This is an optimization exercise on Yosys and OpenROAD, whose aim is small area and a short achievable clock period, not a production implementation. At most, simulation tests tie the RTL to the original design; equivalence was not proved.

==> inputs of run a <==
==> flow/design.v <==
`default_nettype none
package xbar_pkg;
	localparam int PORT_COUNT = 4;
	localparam int PORT_WIDTH = 2;
	localparam int CTRL_WIDTH = 8;
	localparam int DATA_WIDTH = 32;
	localparam int DEST_LSB = 0;
	localparam int QUEUE_DEPTH = 8;
	localparam int PTR_WIDTH = $clog2(QUEUE_DEPTH);
	localparam int COUNT_WIDTH = PTR_WIDTH + 1;
	localparam logic [COUNT_WIDTH-1:0] QUEUE_FULL_COUNT = COUNT_WIDTH'(QUEUE_DEPTH);
	localparam int WORD_WIDTH = CTRL_WIDTH + DATA_WIDTH;
	localparam int CTRL_LSB = DATA_WIDTH;
	localparam int BEAT_WIDTH = WORD_WIDTH + 1;
	localparam int VALID_BIT = WORD_WIDTH;
	localparam int GRANT_WIDTH = PORT_WIDTH + 1;
	localparam int GRANT_VALID_BIT = PORT_WIDTH;
endpackage
`default_nettype wire
`default_nettype none
module ingress_queue (
	input  wire logic                            clk,
	input  wire logic                            rst,
	input  wire logic                            write,
	input  wire logic [xbar_pkg::WORD_WIDTH-1:0] word_in,
	input  wire logic                            pop,
	output logic [xbar_pkg::WORD_WIDTH-1:0]      head,
	output logic [xbar_pkg::PORT_COUNT-1:0]      req
);
	localparam int D  = xbar_pkg::QUEUE_DEPTH;
	localparam int W  = xbar_pkg::WORD_WIDTH;
	localparam int P  = xbar_pkg::PORT_COUNT;
	localparam int DL = xbar_pkg::CTRL_LSB + xbar_pkg::DEST_LSB;
	logic [D-1:0][W-1:0] mem;
	logic [D-1:0] rd_oh;
	logic [D-1:0] wr_oh;
	logic [D-1:0] occ;
	logic [D-1:0] wr_sel;
	logic full;
	logic empty;
	logic more;
	logic do_write;
	assign full  = occ[D-1];
	assign empty = ~occ[0];
	assign more  = occ[1];
	assign do_write = write & ~full;
	always_ff @(posedge clk) begin
		for (int k = 0; k < D; k++) begin
			if (wr_sel[k]) begin
				mem[k] <= word_in;
			end
		end
	end
	always_comb begin
		head = '0;
		for (int k = 0; k < D; k++) begin
			head = head | ({W{rd_oh[k]}} & mem[k]);
		end
	end
	logic [xbar_pkg::PORT_WIDTH-1:0] next_dest;
	always_comb begin
		next_dest = '0;
		for (int k = 0; k < D; k++) begin
			next_dest = next_dest | ({xbar_pkg::PORT_WIDTH{rd_oh[(k + D - 1) % D]}} & mem[k][DL +: xbar_pkg::PORT_WIDTH]);
		end
	end
	logic [P-1:0] in_req;
	logic [P-1:0] next_req;
	always_comb begin
		in_req   = '0;
		next_req = '0;
		in_req[word_in[DL +: xbar_pkg::PORT_WIDTH]] = do_write;
		next_req[next_dest] = 1'b1;
	end
	logic [D-1:0] wr_next;
	logic [D-1:0] occ_keep;
	logic [D-1:0] occ_pop;
	assign wr_next  = do_write ? {wr_oh[D-2:0], wr_oh[D-1]} : wr_oh;
	assign occ_keep = do_write ? {occ[D-2:0], 1'b1} : occ;
	assign occ_pop  = do_write ? occ : {1'b0, occ[D-1:1]};
	always_ff @(posedge clk or negedge rst) begin
		if (!rst) begin
			wr_oh <= D'(1);
		end else begin
			wr_oh <= wr_next;
		end
	end
	always_ff @(posedge clk or negedge rst) begin
		if (!rst) begin
			occ <= '0;
		end else begin
			occ <= pop ? occ_pop : occ_keep;
		end
	end
	always_ff @(posedge clk or negedge rst) begin
		if (!rst) begin
			wr_sel <= D'(1);
		end else begin
			wr_sel <= (pop | ~occ_keep[D-1]) ? wr_next : '0;
		end
	end
	always_ff @(posedge clk or negedge rst) begin
		if (!rst) begin
			rd_oh <= D'(1);
		end else if (pop) begin
			rd_oh <= {rd_oh[D-2:0], rd_oh[D-1]};
		end
	end
	always_ff @(posedge clk or negedge rst) begin
		if (!rst) begin
			req <= '0;
		end else if (pop) begin
			req <= more ? next_req : in_req;
		end else if (empty) begin
			req <= in_req;
		end
	end
endmodule
`default_nettype wire
`default_nettype none
module port_allocator (
	input  wire logic [xbar_pkg::PORT_COUNT*xbar_pkg::PORT_COUNT-1:0] req,
	output logic [xbar_pkg::PORT_COUNT-1:0]                           pop,
	output logic [xbar_pkg::PORT_COUNT*xbar_pkg::PORT_COUNT-1:0]      grant,
	output logic [xbar_pkg::PORT_COUNT-1:0]                           grant_valid
);
	localparam int P = xbar_pkg::PORT_COUNT;
	always_comb begin
		pop = '0;
		for (int p = 0; p < P; p++) begin
			logic taken;
			taken = 1'b0;
			for (int i = 0; i < P; i++) begin
				grant[p*P + i] = req[i*P + p] & ~taken;
				taken = taken | req[i*P + p];
				pop[i] = pop[i] | grant[p*P + i];
			end
			grant_valid[p] = taken;
		end
	end
endmodule
`default_nettype wire
`default_nettype none
module output_switch (
	input  wire logic                                                 clk,
	input  wire logic                                                 rst,
	input  wire logic [xbar_pkg::PORT_COUNT*xbar_pkg::PORT_COUNT-1:0] grant,
	input  wire logic [xbar_pkg::PORT_COUNT-1:0]                      grant_valid,
	input  wire logic [xbar_pkg::PORT_COUNT*xbar_pkg::WORD_WIDTH-1:0] head,
	output logic [xbar_pkg::PORT_COUNT*xbar_pkg::BEAT_WIDTH-1:0]      egress
);
	localparam int P  = xbar_pkg::PORT_COUNT;
	localparam int W  = xbar_pkg::WORD_WIDTH;
	localparam int DL = xbar_pkg::CTRL_LSB + xbar_pkg::DEST_LSB;
	localparam int DH = DL + xbar_pkg::PORT_WIDTH;
	for (genvar p = 0; p < P; p++) begin : g_egress
		logic [W-1:0] selected;
		logic         valid_q;
		logic [W-1:0] word_q;
		always_comb begin
			selected = '0;
			for (int i = 0; i < P; i++) begin
				selected = selected | ({W{grant[p*P + i]}} & head[i*W +: W]);
			end
		end
		always_ff @(posedge clk or negedge rst) begin
			if (!rst) begin
				valid_q <= 1'b0;
			end else begin
				valid_q <= grant_valid[p];
			end
		end
		always_ff @(posedge clk) begin
			word_q <= selected;
		end
		logic [xbar_pkg::PORT_WIDTH-1:0] dest;
		always_ff @(posedge clk) begin
			for (int b = 0; b < xbar_pkg::PORT_WIDTH; b++) begin
				dest[b] <= (((p >> b) & 1) != 0) ? grant_valid[p] : ~grant_valid[p];
			end
		end
		assign egress[p*xbar_pkg::BEAT_WIDTH +: xbar_pkg::BEAT_WIDTH] = {valid_q, word_q[W-1:DH], dest, word_q[DL-1:0]};
	end
endmodule
`default_nettype wire
`default_nettype none
module xbar_top (
	input  wire logic                                                 clk,
	input  wire logic                                                 rst,
	input  wire logic [xbar_pkg::PORT_COUNT*xbar_pkg::BEAT_WIDTH-1:0] ingress,
	output wire logic [xbar_pkg::PORT_COUNT*xbar_pkg::BEAT_WIDTH-1:0] egress
);
	localparam int P = xbar_pkg::PORT_COUNT;
	wire logic [P*xbar_pkg::WORD_WIDTH-1:0] head;
	wire logic [P*P-1:0]                    req;
	wire logic [P-1:0]                      pop;
	wire logic [P*P-1:0]                    grant;
	wire logic [P-1:0]                      grant_valid;
	for (genvar i = 0; i < P; i++) begin : g_queue
		ingress_queue u_ingress_queue (
			.clk     (clk),
			.rst     (rst),
			.write   (ingress[i*xbar_pkg::BEAT_WIDTH + xbar_pkg::VALID_BIT]),
			.word_in (ingress[i*xbar_pkg::BEAT_WIDTH +: xbar_pkg::WORD_WIDTH]),
			.pop     (pop[i]),
			.head    (head[i*xbar_pkg::WORD_WIDTH +: xbar_pkg::WORD_WIDTH]),
			.req     (req[i*P +: P])
		);
	end
	port_allocator u_port_allocator (
		.req         (req),
		.pop         (pop),
		.grant       (grant),
		.grant_valid (grant_valid)
	);
	output_switch u_output_switch (
		.clk         (clk),
		.rst         (rst),
		.grant       (grant),
		.grant_valid (grant_valid),
		.head        (head),
		.egress      (egress)
	);
endmodule
`default_nettype wire
==> flow/run.sh <==
#!/bin/bash
# synth_recipe.tcl (not shown) runs the flow's synth.tcl, then flattens the netlist and writes it again
# the make line also repeats each setting of config.mk as NAME=value (left out here)
make -C /OpenROAD-flow-scripts/flow DESIGN_CONFIG=/design/flow/config.mk WORK_HOME=/design/flow/orfs CLKGATE_MAP_FILE= SYNTH_SCRIPT=/design/flow/synth_recipe.tcl finish
==> flow/config.mk <==
export PLATFORM = sky130hd
export DESIGN_NAME = xbar_top
export DESIGN_NICKNAME = xbar_top
export VERILOG_FILES = /design/flow/design.v
export SDC_FILE = /design/flow/constraint.sdc
export NUM_CORES = 4
export LEC_CHECK = 0
export CAP_MARGIN = 20
export CORE_MARGIN = 2
export CORE_UTILIZATION = 40
export CTS_BUF_LIST = sky130_fd_sc_hd__clkbuf_8
export CTS_CLUSTER_SIZE = 20
export SETUP_SLACK_MARGIN = 2.0
export SLEW_MARGIN = 20
export TNS_END_PERCENT = 5
==> flow/constraint.sdc <==
create_clock -name core_clock -period 4.2 [get_ports {clk}]
set_input_delay 0.8400 -clock core_clock [delete_from_list [all_inputs] [get_ports {clk}]]
set_output_delay 0.8400 -clock core_clock [all_outputs]
set_load 0.01 [all_outputs]
==> run b (differences from run a) <==
==> flow/design.v, changed modules only <==
module ingress_queue (
	input  wire logic                            clk,
	input  wire logic                            rst,
	input  wire logic                            write,
	input  wire logic [xbar_pkg::WORD_WIDTH-1:0] word_in,
	input  wire logic                            pop,
	output logic [xbar_pkg::WORD_WIDTH-1:0]      head,
	output logic [xbar_pkg::PORT_COUNT-1:0]      req,
	output logic [xbar_pkg::PORT_COUNT-1:0]      req_data
);
	localparam int D  = xbar_pkg::QUEUE_DEPTH;
	localparam int W  = xbar_pkg::WORD_WIDTH;
	localparam int P  = xbar_pkg::PORT_COUNT;
	localparam int DL = xbar_pkg::CTRL_LSB + xbar_pkg::DEST_LSB;
	logic [D-1:0][W-1:0] mem;
	logic [D-1:0] rd_oh;
	logic [D-1:0] wr_sel;
	logic [D-1:0] rd_next;
	logic [D-1:0] wr_rot;
	assign rd_next = {rd_oh[D-2:0], rd_oh[D-1]};
	assign wr_rot  = {wr_sel[D-2:0], wr_sel[D-1]};
	logic full;
	logic empty;
	logic more;
	logic last_free;
	logic do_write;
	assign full  = ~|wr_sel;
	assign empty = ~|req;
	assign more  = ~empty & ~|(wr_sel & rd_next);
	assign last_free = |(wr_rot & rd_oh);
	assign do_write = write & ~full;
	always_ff @(posedge clk) begin
		for (int k = 0; k < D; k++) begin
			if (wr_sel[k]) begin
				mem[k] <= word_in;
			end
		end
	end
	logic [D-1:0] rd_data;
	always_ff @(posedge clk) begin
		rd_data <= pop ? rd_next : rd_oh;
	end
	always_comb begin
		head = '0;
		for (int k = 0; k < D; k++) begin
			head = head | ({W{rd_data[k]}} & mem[k]);
		end
	end
	logic [xbar_pkg::PORT_WIDTH-1:0] next_dest;
	always_comb begin
		next_dest = '0;
		for (int k = 0; k < D; k++) begin
			next_dest = next_dest | ({xbar_pkg::PORT_WIDTH{rd_oh[(k + D - 1) % D]}} & mem[k][DL +: xbar_pkg::PORT_WIDTH]);
		end
	end
	logic [P-1:0] in_req;
	logic [P-1:0] next_req;
	always_comb begin
		in_req   = '0;
		next_req = '0;
		in_req[word_in[DL +: xbar_pkg::PORT_WIDTH]] = do_write;
		next_req[next_dest] = 1'b1;
	end
	logic [D-1:0] wr_keep;
	assign wr_keep = do_write ? wr_rot : (wr_sel | ({D{full}} & rd_oh));
	always_ff @(posedge clk or negedge rst) begin
		if (!rst) begin
			wr_sel <= D'(1);
		end else begin
			wr_sel <= (pop | ~(full | (do_write & last_free))) ? wr_keep : '0;
		end
	end
	always_ff @(posedge clk or negedge rst) begin
		if (!rst) begin
			rd_oh <= D'(1);
		end else if (pop) begin
			rd_oh <= rd_next;
		end
	end
	logic [P-1:0] req_next;
	always_comb begin
		if (pop) begin
			req_next = more ? next_req : in_req;
		end else if (empty) begin
			req_next = in_req;
		end else begin
			req_next = req;
		end
	end
	always_ff @(posedge clk or negedge rst) begin
		if (!rst) begin
			req <= '0;
		end else begin
			req <= req_next;
		end
	end
	always_ff @(posedge clk) begin
		req_data <= req_next;
	end
endmodule
module xbar_top (
	input  wire logic                                                 clk,
	input  wire logic                                                 rst,
	input  wire logic [xbar_pkg::PORT_COUNT*xbar_pkg::BEAT_WIDTH-1:0] ingress,
	output wire logic [xbar_pkg::PORT_COUNT*xbar_pkg::BEAT_WIDTH-1:0] egress
);
	localparam int P = xbar_pkg::PORT_COUNT;
	wire logic [P*xbar_pkg::WORD_WIDTH-1:0] head;
	wire logic [P*P-1:0]                    req;
	wire logic [P*P-1:0]                    req_data;
	wire logic [P-1:0]                      pop;
	wire logic [P*P-1:0]                    grant;
	wire logic [P-1:0]                      grant_valid;
	for (genvar i = 0; i < P; i++) begin : g_queue
		ingress_queue u_ingress_queue (
			.clk      (clk),
			.rst      (rst),
			.write    (ingress[i*xbar_pkg::BEAT_WIDTH + xbar_pkg::VALID_BIT]),
			.word_in  (ingress[i*xbar_pkg::BEAT_WIDTH +: xbar_pkg::WORD_WIDTH]),
			.pop      (pop[i]),
			.head     (head[i*xbar_pkg::WORD_WIDTH +: xbar_pkg::WORD_WIDTH]),
			.req      (req[i*P +: P]),
			.req_data (req_data[i*P +: P])
		);
	end
	wire logic [P-1:0]   pop_data;
	wire logic [P*P-1:0] grant_ctrl;
	port_allocator u_port_allocator (
		.req         (req),
		.pop         (pop),
		.grant       (grant_ctrl),
		.grant_valid (grant_valid)
	);
	port_allocator u_port_allocator_data (
		.req         (req_data),
		.pop         (pop_data),
		.grant       (grant),
		.grant_valid ()
	);
	output_switch u_output_switch (
		.clk         (clk),
		.rst         (rst),
		.grant       (grant),
		.grant_valid (grant_valid),
		.head        (head),
		.egress      (egress)
	);
endmodule
==> flow/flow/run.sh (new file) <==
#!/bin/bash
# Standard ORFS layout (the standard.sh, standard synthesis unchanged), with
# three changes: ports get the smallest buffer (timing repair upsizes the ones
# that need it), clock tree synthesis adds no dummy loads, and its sink clusters
# are larger, so the tree has fewer leaf buffers.
set -euo pipefail
bash standard.sh \
	BUFFER_PORTS_ARGS="-buffer_cell sky130_fd_sc_hd__buf_1" \
	CTS_ARGS="-sink_clustering_enable -repair_clock_nets -dont_use_dummy_load -sink_clustering_size 25 -sink_clustering_max_diameter 70" \
	finish > standard.log 2>&1
==> flow/standard.sh (new file) <==
#!/bin/bash
# synth_recipe.tcl (not shown) runs the flow's synth.tcl, then flattens the netlist and writes it again
# the make line also repeats each setting of config.mk as NAME=value (left out here)
make -C /OpenROAD-flow-scripts/flow DESIGN_CONFIG=/design/flow/config.mk WORK_HOME=/design/flow/orfs CLKGATE_MAP_FILE= SYNTH_SCRIPT=/design/flow/synth_recipe.tcl "${@:-finish}"
- CORE_UTILIZATION: 40 -> 55
- CTS_BUF_LIST: sky130_fd_sc_hd__clkbuf_8 -> not set
- CTS_CLUSTER_SIZE: 20 -> not set
- SETUP_SLACK_MARGIN: 2.0 -> 2.3
removed: flow/run.sh
==> run c (differences from run a) <==
==> flow/design.v, changed modules only <==
module ingress_queue (
	input  wire logic                            clk,
	input  wire logic                            rst,
	input  wire logic                            write,
	input  wire logic [xbar_pkg::WORD_WIDTH-1:0] word_in,
	input  wire logic                            pop,
	output logic [xbar_pkg::WORD_WIDTH-1:0]      head,
	output logic [xbar_pkg::PORT_COUNT-1:0]      req
);
	localparam int D  = xbar_pkg::QUEUE_DEPTH;
	localparam int W  = xbar_pkg::WORD_WIDTH;
	localparam int P  = xbar_pkg::PORT_COUNT;
	localparam int DL = xbar_pkg::CTRL_LSB + xbar_pkg::DEST_LSB;
	logic [D-1:0][W-1:0] mem;
	logic [D-1:0]                     rd_oh;
	logic [D-1:0]                     wr_oh;
	logic [xbar_pkg::COUNT_WIDTH-1:0] count;
	logic full;
	logic empty;
	logic more;
	logic do_write;
	assign full  = count[xbar_pkg::COUNT_WIDTH-1];
	assign empty = (count == '0);
	assign more  = |count[xbar_pkg::COUNT_WIDTH-1:1];
	assign do_write = write & ~full;
	always_ff @(posedge clk) begin
		for (int k = 0; k < D; k++) begin
			if (wr_oh[k] & ~full) begin
				mem[k] <= word_in;
			end
		end
	end
	always_comb begin
		head = '0;
		for (int k = 0; k < D; k++) begin
			head = head | ({W{rd_oh[k]}} & mem[k]);
		end
	end
	logic [xbar_pkg::PORT_WIDTH-1:0] next_dest;
	always_comb begin
		next_dest = '0;
		for (int k = 0; k < D; k++) begin
			next_dest = next_dest | ({xbar_pkg::PORT_WIDTH{rd_oh[(k + D - 1) % D]}} & mem[k][DL +: xbar_pkg::PORT_WIDTH]);
		end
	end
	logic [P-1:0] in_req;
	logic [P-1:0] next_req;
	always_comb begin
		in_req  = '0;
		next_req = '0;
		in_req[word_in[DL +: xbar_pkg::PORT_WIDTH]] = do_write;
		next_req[next_dest] = 1'b1;
	end
	always_ff @(posedge clk or negedge rst) begin
		if (!rst) begin
			wr_oh <= D'(1);
		end else if (do_write) begin
			wr_oh <= {wr_oh[D-2:0], wr_oh[D-1]};
		end
	end
	always_ff @(posedge clk or negedge rst) begin
		if (!rst) begin
			rd_oh <= D'(1);
		end else if (pop) begin
			rd_oh <= {rd_oh[D-2:0], rd_oh[D-1]};
		end
	end
	always_ff @(posedge clk or negedge rst) begin
		if (!rst) begin
			count <= '0;
		end else begin
			case ({do_write, pop})
				2'b10: count <= count + 1'b1;
				2'b01: count <= count - 1'b1;
				default: count <= count;
			endcase
		end
	end
	always_ff @(posedge clk or negedge rst) begin
		if (!rst) begin
			req <= '0;
		end else if (pop) begin
			req <= more ? next_req : in_req;
		end else if (empty) begin
			req <= in_req;
		end
	end
endmodule
module output_switch (
	input  wire logic                                                 clk,
	input  wire logic                                                 rst,
	input  wire logic [xbar_pkg::PORT_COUNT*xbar_pkg::PORT_COUNT-1:0] grant,
	input  wire logic [xbar_pkg::PORT_COUNT-1:0]                      grant_valid,
	input  wire logic [xbar_pkg::PORT_COUNT*xbar_pkg::WORD_WIDTH-1:0] head,
	output logic [xbar_pkg::PORT_COUNT*xbar_pkg::BEAT_WIDTH-1:0]      egress
);
	localparam int P = xbar_pkg::PORT_COUNT;
	localparam int W = xbar_pkg::WORD_WIDTH;
	for (genvar p = 0; p < P; p++) begin : g_egress
		logic [W-1:0] selected;
		always_comb begin
			selected = '0;
			for (int i = 0; i < P; i++) begin
				selected = selected | ({W{grant[p*P + i]}} & head[i*W +: W]);
			end
		end
		always_ff @(posedge clk or negedge rst) begin
			if (!rst) begin
				egress[p*xbar_pkg::BEAT_WIDTH + xbar_pkg::VALID_BIT] <= 1'b0;
			end else begin
				egress[p*xbar_pkg::BEAT_WIDTH + xbar_pkg::VALID_BIT] <= grant_valid[p];
			end
		end
		always_ff @(posedge clk) begin
			egress[p*xbar_pkg::BEAT_WIDTH +: W] <= selected;
		end
	end
endmodule
- CTS_BUF_LIST: sky130_fd_sc_hd__clkbuf_8 -> not set
- CTS_CLUSTER_SIZE: 20 -> not set
- SETUP_SLACK_MARGIN: 2.0 -> not set
- TNS_END_PERCENT: 5 -> not set
==> notes.md <==
Against run a, the global-route usage of run c is higher by 0.29 points. Die area, lowest first: run b, run c, run a. Routed wire length, lowest first: run b, run c, run a. Via count: run b < run c < run a. Between run c and run b, the lower synthesized cell count is in run b (gap 2.3%, measured against run b).
For run a, only the layout was checked, not whether the RTL still works.

[what the ideal ports hide]
In the flow no input, the clock included, has a driving cell. The finished layouts below were timed again as built, in two steps. Step 1 sets driving cells, clkbuf_16 on the clock port and buf_2 on the other inputs (assumed; they add their load-dependent delay and slew). Step 2 moves the port delays by t, midway between the first and last clock arrival at a register: inputs arrive t later, outputs are due t later. That takes back most of the time a late clock gives input paths. a / b / c = ideal ports / drivers / drivers and shift; a / b = the first two.
run | t, ns | slack for setup (ns) | worst hold slack (ns) | worst slew at a driven data input, ns | pins driven straight from the clock port
run a | 1.048 | 1.835 / 1.759 / 1.167 | 0.505 / 0.462 / 0.513 | 0.21 | 1
run b | 0.742 | 2.087 / 2.009 / 1.508 | 0.254 / 0.212 / 0.541 | 0.17 | 1
run c | 0.863 | 0.805 / 0.805 / 0.738 | 0.120 / 0.110 / 0.466 | 0.19 | 1
After both steps setup and hold are still met in every run listed. The setup slack of run a, which loses most, moves by -0.076 ns with the drivers and by -0.668 ns with both steps.
